What follows belongs to an exercise in optimizing a design on an open flow for small area, a short achievable clock period and few clock cycles per item; a production flow would make more cautious choices.
Function was checked by simulation only, so behaviour that the tests miss may differ from the original.
Power is estimated from default activity; no workload was simulated.

run E:
==> flow/design.v <==
module muldiv_sequencer (
  input  logic        CLK,
  input  logic        RESET_N,
  input  logic        START,
  input  logic        ABORT,
  input  logic [2:0]  OP,
  input  logic [63:0] X,
  input  logic [63:0] Y,
  output logic        BUSY,
  output logic        DONE,
  output logic [63:0] RESULT
);
  localparam int K  = 8;           
  localparam int NM = 64 / K;      
  localparam int W  = 74;          
  typedef enum logic [2:0] {
    IDLE   = 3'd0,
    MUL    = 3'd1,
    MFIN   = 3'd2,
    DNEG   = 3'd3,
    DSHIFT = 3'd4,
    DIV    = 3'd5,
    FIX    = 3'd6
  } state_e;
  state_e      state_q, state_d;
  logic [5:0]  cnt_q, cnt_d;
  logic [2:0]  op_q, op_d;
  logic [63:0] m_q, m_d;           
  logic [65:0] s_q, s_d;           
  logic [63:0] r_q, r_d;           
  logic [65:0] c_q, c_d;           
  logic [63:0] lo_q, lo_d;         
  logic [K-1:0] ls_q, ls_d;        
  logic [K-1:0] lc_q, lc_d;        
  logic        cy_q, cy_d;         
  logic [11:0] bo_q, bo_d;         
  logic        xs_q, xs_d;         
  logic        cor_q, cor_d;       
  logic        xneg_q, xneg_d;
  logic        yneg_q, yneg_d;
  logic        yz_q, yz_d;
  logic        nsel_q, nsel_d;     
  logic        msel_q, msel_d;     
  logic [5:0]  px_q, px_d;         
  logic [5:0]  py_q, py_d;         
  logic        busy_q, busy_d;
  logic        done_q, done_d;
  logic is_div, q_res, mulh, mulhsu, mul_lo;
  assign is_div = op_q[2];
  assign q_res  = ~op_q[1];                  
  assign mulh   = (op_q == 3'd1);
  assign mulhsu = (op_q == 3'd2);
  assign mul_lo = (op_q == 3'd0);
  logic div_signed;
  assign div_signed = ~op_q[0];              
  function automatic logic [6:0] topbit(input logic [63:0] v);
    logic [5:0] pos [64];
    logic       nz  [64];
    for (int i = 0; i < 64; i++) begin
      pos[i] = 6'd0;
      nz[i]  = v[i];
    end
    for (int l = 0; l < 6; l++) begin
      for (int i = 0; i < (32 >> l); i++) begin
        pos[i] = nz[2*i+1] ? (pos[2*i+1] | 6'(1 << l)) : pos[2*i];
        nz[i]  = nz[2*i+1] | nz[2*i];
      end
    end
    topbit = {nz[0], pos[0]};
  endfunction
  function automatic logic [2*W-1:0] csa(input logic [W-1:0] a, input logic [W-1:0] b,
                                         input logic [W-1:0] c);
    logic [W-1:0] sm, cr;
    sm  = a ^ b ^ c;
    cr  = ((a & b) | (a & c) | (b & c)) << 1;
    csa = {cr, sm};
  endfunction
  logic [W-1:0]  rows [4];
  logic [W-1:0]  nrow;
  logic [W-1:0]  ts, tc;
  logic [K:0]    lres;
  logic [71:0]   mf_s, mf_c;
  logic [72:0]   mfin;
  function automatic logic [11:0] booth(input logic [8:0] v);
    logic y0, y1, y2;
    for (int i = 0; i < 4; i++) begin
      y0 = v[2*i];
      y1 = v[2*i+1];
      y2 = v[2*i+2];
      booth[3*i]   = y1 ^ y0;
      booth[3*i+1] = (y2 & ~y1 & ~y0) | (~y2 & y1 & y0);
      booth[3*i+2] = y2;
    end
  endfunction
  always_comb begin
    logic [66:0] xe;
    logic [66:0] pp;
    logic        one, two, neg;
    xe   = {{3{xs_q & m_q[63]}}, m_q};
    nrow = W'(1) << 65 | W'(1) << 67 | W'(1) << 69 | W'(1) << 71;
    for (int i = 0; i < 4; i++) begin
      one = bo_q[3*i];
      two = bo_q[3*i+1];
      neg = bo_q[3*i+2];
      pp  = (({67{one}} & xe) | ({67{two}} & {xe[65:0], 1'b0})) ^ {67{neg}};
      pp[66] = ~pp[66];
      rows[i] = W'(pp) << (2 * i);
      nrow[2*i] = neg;
    end
  end
  logic [W-1:0] p0, p1, a0, a1, a2, a3, b0, b1;
  assign {p1, p0} = csa(W'(s_q), W'(c_q), nrow);
  assign {a1, a0} = csa(rows[0], rows[1], rows[2]);
  assign {a3, a2} = csa(rows[3], p0, p1);
  assign {b1, b0} = csa(a0, a1, a2);
  assign {tc, ts} = csa(b0, b1, a3);
  assign lres = {1'b0, ls_q} + {1'b0, lc_q} + {{K{1'b0}}, cy_q};
  always_comb begin
    logic [71:0] a, b, c;
    a = {s_q[63:0], ls_q};
    b = {c_q[63:0], lc_q};
    c = {m_q, 8'd0};               
    mf_s = a ^ b ^ c;
    mf_c = ((a & b) | (a & c) | (b & c)) << 1;
  end
  assign mfin = {1'b0, mf_s} + {1'b0, mf_c} + {72'd0, cy_q};
  logic [65:0] dsum;
  logic        dge;
  logic [63:0] drem;
  assign dsum = {1'b0, s_q[63:0], lo_q[63]} + {2'b11, m_q} + {65'd0, ~yneg_q};
  assign dge  = ~dsum[65];
  assign drem = dge ? dsum[63:0] : {s_q[62:0], lo_q[63]};
  logic        xneg_in, yneg_in, yz_in;
  logic [6:0]  tx_in, ty_in;
  always_comb begin
    xneg_in = OP[2] & ~OP[0] & X[63];
    yneg_in = OP[2] & ~OP[0] & Y[63];
    yz_in   = (Y == 64'd0);
    tx_in   = xneg_in ? topbit({~X[62:0], 1'b1}) : topbit(X);
    ty_in   = yneg_in ? topbit(~Y) : topbit(Y);
  end
  logic [6:0]  dl;
  always_comb begin
    dl = {1'b0, px_q} - {1'b0, py_q};
  end
  logic [5:0]  sh;
  logic [63:0] rot, wrap, dsh_hi, dsh_lo;
  always_comb begin
    sh   = ~dl[5:0];
    rot  = m_q;
    for (int k = 0; k < 6; k++) begin
      if (sh[k]) rot = (rot << (1 << k)) | (rot >> (64 - (1 << k)));
    end
    wrap = ~({64{1'b1}} << sh);
    dsh_hi = rot & wrap;
    dsh_lo = rot & ~wrap;
  end
  logic [63:0] neg_in, neg_out;
  assign neg_in  = nsel_q ? s_q[63:0] : msel_q ? m_q : lo_q;
  assign neg_out = ~neg_in + 64'd1;
  logic need_fix;
  assign need_fix = q_res ? (xneg_q ^ yneg_q) : xneg_q;
  always_comb begin
    state_d = state_q;
    cnt_d   = cnt_q - 6'd1;
    op_d    = op_q;
    m_d     = m_q;
    s_d     = {2'b0, drem};
    r_d     = neg_out;
    c_d     = tc[W-1:K];
    lo_d    = {lo_q[62:0], dge};
    ls_d    = ts[K-1:0];
    lc_d    = tc[K-1:0];
    cy_d    = lres[K];
    bo_d    = booth(lo_q[15:7]);
    xs_d    = xs_q;
    cor_d   = cor_q;
    xneg_d  = xneg_q;
    yneg_d  = yneg_q;
    yz_d    = yz_q;
    px_d    = px_q;
    py_d    = py_q;
    done_d  = 1'b0;
    case (state_q)
      IDLE: begin
        op_d    = OP;
        m_d     = X;
        lo_d    = Y;
        s_d     = {1'b1, 65'd0};
        c_d     = 66'd0;
        bo_d    = booth({Y[7:0], 1'b0});
        xs_d    = (OP == 3'd1) | (OP == 3'd2);
        cor_d   = (OP != 3'd1) & Y[63];
        ls_d    = '0;
        lc_d    = '0;
        cy_d    = 1'b0;
        cnt_d   = 6'd0;
        xneg_d  = xneg_in & ~yz_in;
        yneg_d  = yneg_in;
        yz_d    = yz_in;
        px_d    = tx_in[5:0];
        py_d    = ty_in[5:0];
        if (START && !ABORT) begin
          state_d = !OP[2] ? MUL : xneg_in ? DNEG : DSHIFT;
        end
      end
      MUL: begin
        s_d     = ts[W-1:K];
        c_d     = tc[W-1:K];
        ls_d    = ts[K-1:0];
        lc_d    = tc[K-1:0];
        cy_d    = lres[K];
        lo_d    = {lres[K-1:0], lo_q[63:K]};
        m_d     = m_q & {64{(cnt_q[2:0] != 3'(NM - 1)) | cor_q}};
        cnt_d   = cnt_q + 6'd1;
        if (cnt_q[2:0] == 3'(NM - 1)) state_d = MFIN;
      end
      MFIN: begin
        lo_d    = {mfin[K-1:0], lo_q[63:K]};
        r_d     = mul_lo ? {mfin[K-1:0], lo_q[63:K]} : mfin[63+K:K];
        done_d  = 1'b1;
        state_d = IDLE;
      end
      DNEG: begin
        m_d     = yz_q ? m_q : neg_out;
        lo_d    = lo_q;
        state_d = DSHIFT;
      end
      DSHIFT: begin
        m_d = lo_q ^ {64{~yneg_q}};
        if (yz_q) begin
          r_d     = q_res ? 64'hFFFF_FFFF_FFFF_FFFF : m_q;
          done_d  = 1'b1;
          state_d = IDLE;
        end else if (dl[6]) begin
          s_d = {2'b0, m_q};
          if (!q_res && xneg_q) begin
            state_d = FIX;
          end else begin
            r_d     = q_res ? 64'd0 : m_q;
            done_d  = 1'b1;
            state_d = IDLE;
          end
        end else begin
          s_d     = {2'b0, dsh_hi};
          lo_d    = dsh_lo;
          cnt_d   = dl[5:0];
          state_d = DIV;
        end
      end
      DIV: begin
        s_d   = {2'b0, drem};
        lo_d  = {lo_q[62:0], dge};
        cnt_d = cnt_q - 6'd1;
        if (cnt_q == 6'd0) begin
          if (need_fix) begin
            state_d = FIX;
          end else begin
            r_d     = q_res ? {lo_q[62:0], dge} : drem;
            done_d  = 1'b1;
            state_d = IDLE;
          end
        end
      end
      FIX: begin
        done_d  = 1'b1;
        state_d = IDLE;
      end
      default: begin
        state_d = IDLE;
      end
    endcase
    busy_d = ~ABORT & ((state_q == IDLE) ? START : ~done_d & (state_q != 3'd7));
    if (ABORT) begin
      state_d = IDLE;
      done_d  = 1'b0;
    end
    nsel_d = (state_d == FIX) & ~q_res;
    msel_d = (state_d == DNEG);
  end
  always_ff @(posedge CLK or negedge RESET_N) begin
    if (!RESET_N) begin
      state_q <= IDLE;
      busy_q  <= 1'b0;
      done_q  <= 1'b0;
    end else begin
      state_q <= state_d;
      busy_q  <= busy_d;
      done_q  <= done_d;
    end
  end
  always_ff @(posedge CLK) begin
    cnt_q  <= cnt_d;
    op_q   <= op_d;
    m_q    <= m_d;
    s_q    <= s_d;
    r_q    <= r_d;
    c_q    <= c_d;
    lo_q   <= lo_d;
    ls_q   <= ls_d;
    lc_q   <= lc_d;
    cy_q   <= cy_d;
    bo_q   <= bo_d;
    xs_q   <= xs_d;
    cor_q  <= cor_d;
    xneg_q <= xneg_d;
    yneg_q <= yneg_d;
    yz_q   <= yz_d;
    nsel_q <= nsel_d;
    msel_q <= msel_d;
    px_q   <= px_d;
    py_q   <= py_d;
  end
  assign BUSY   = busy_q;
  assign DONE   = done_q;
  assign RESULT = r_q;
endmodule
Settings: LEC_CHECK=0, CAP_MARGIN=20, CELL_PAD_IN_SITES_DETAIL_PLACEMENT=1, CELL_PAD_IN_SITES_GLOBAL_PLACEMENT=2, CORE_MARGIN=2, CORE_UTILIZATION=30, PLACE_DENSITY=0.45, SETUP_SLACK_MARGIN=4.5, SLEW_MARGIN=20, TNS_END_PERCENT=5; clock period 8.0 ns.
run.sh (not shown) runs the stock make flow with config.mk's settings and CLKGATE_MAP_FILE= SYNTH_SCRIPT=/design/flow/synth_recipe.tcl, a recipe that flattens the netlist after the stock synthesis.
Run E: all stages complete, timing, DRC and antenna checks passed
Testbench counts of run E, summed over its fixed seeds: cycles 36,078, ops 3,200.
Here is what was changed in the inputs of run D compared with run E.
--- a/flow/design.v
+++ b/flow/design.v
@@ -134,16 +134,16 @@
   logic [6:0]  tx_in, ty_in;
   always_comb begin
     xneg_in = OP[2] & ~OP[0] & X[63];
     yneg_in = OP[2] & ~OP[0] & Y[63];
     yz_in   = (Y == 64'd0);
-    tx_in   = xneg_in ? topbit({~X[62:0], 1'b1}) : topbit(X);
+    tx_in   = xneg_in ? topbit(~X) : topbit(X);
     ty_in   = yneg_in ? topbit(~Y) : topbit(Y);
   end
   logic [6:0]  dl;
   always_comb begin
-    dl = {1'b0, px_q} - {1'b0, py_q};
+    dl = {1'b0, px_q} - {1'b0, py_q} + {6'd0, xneg_q};
   end
   logic [5:0]  sh;
   logic [63:0] rot, wrap, dsh_hi, dsh_lo;
   always_comb begin
     sh   = ~dl[5:0];
## What came out
- Summary of run D over run E: wire length on met2 shows an increase of 16000 um; flip-flop and latch count shows no meaningful change.
- Combined flip-flop and latch cell area delta (run E -> run D): insignificant
- Compared to run E, run D reaches a lower achievable clock.
- For the sequential cell area share, run D came in 0.41 points lower than run E did.
- Portion of total power attributed to the clock network delta (run E -> run D): insignificant
- Run D ends up with higher die area than run E does.
- Taking run E as the reference, in run D global placement routability congestion now sits lower, final sum of negative setup slack now sits at about the same level, highest fanout seen on the critical path now sits lower, worst setup slack now sits lower.
Testbench counts of run D, summed over its fixed seeds: cycles 36,078, ops 3,200.

## afterwards: timing with drivers on the ports
The flow's constraints put no driver on any port. The routed layouts listed below were extracted and timed again, unchanged, in two steps.
Step 1, drivers: a clkbuf_16 drives CLK and a buf_2 each remaining input, both assumed.
Step 2 also shifts input and output timing later by t, the mid clock arrival at the registers, as if the neighbouring blocks saw the same clock.
a / b / c = no drivers / after step 1 / after step 2; a / b = the first two.
run	t (ns)	setup WS [ns]	worst hold slack (ns)	slew at the worst register clock pin (ns)	pins driven straight from the clock port
run E	0.807	3.737 / 3.737 / 3.215	0.579 / 0.579 / 0.579	0.07 / 0.07	1
run D	0.821	3.629 / 3.629 / 3.106	0.635 / 0.635 / 0.635	0.07 / 0.07	1
After both steps setup and hold are still met in every run listed. The setup slack of run D, which loses most, moves by 0.000 ns with the drivers and by -0.523 ns with both steps.
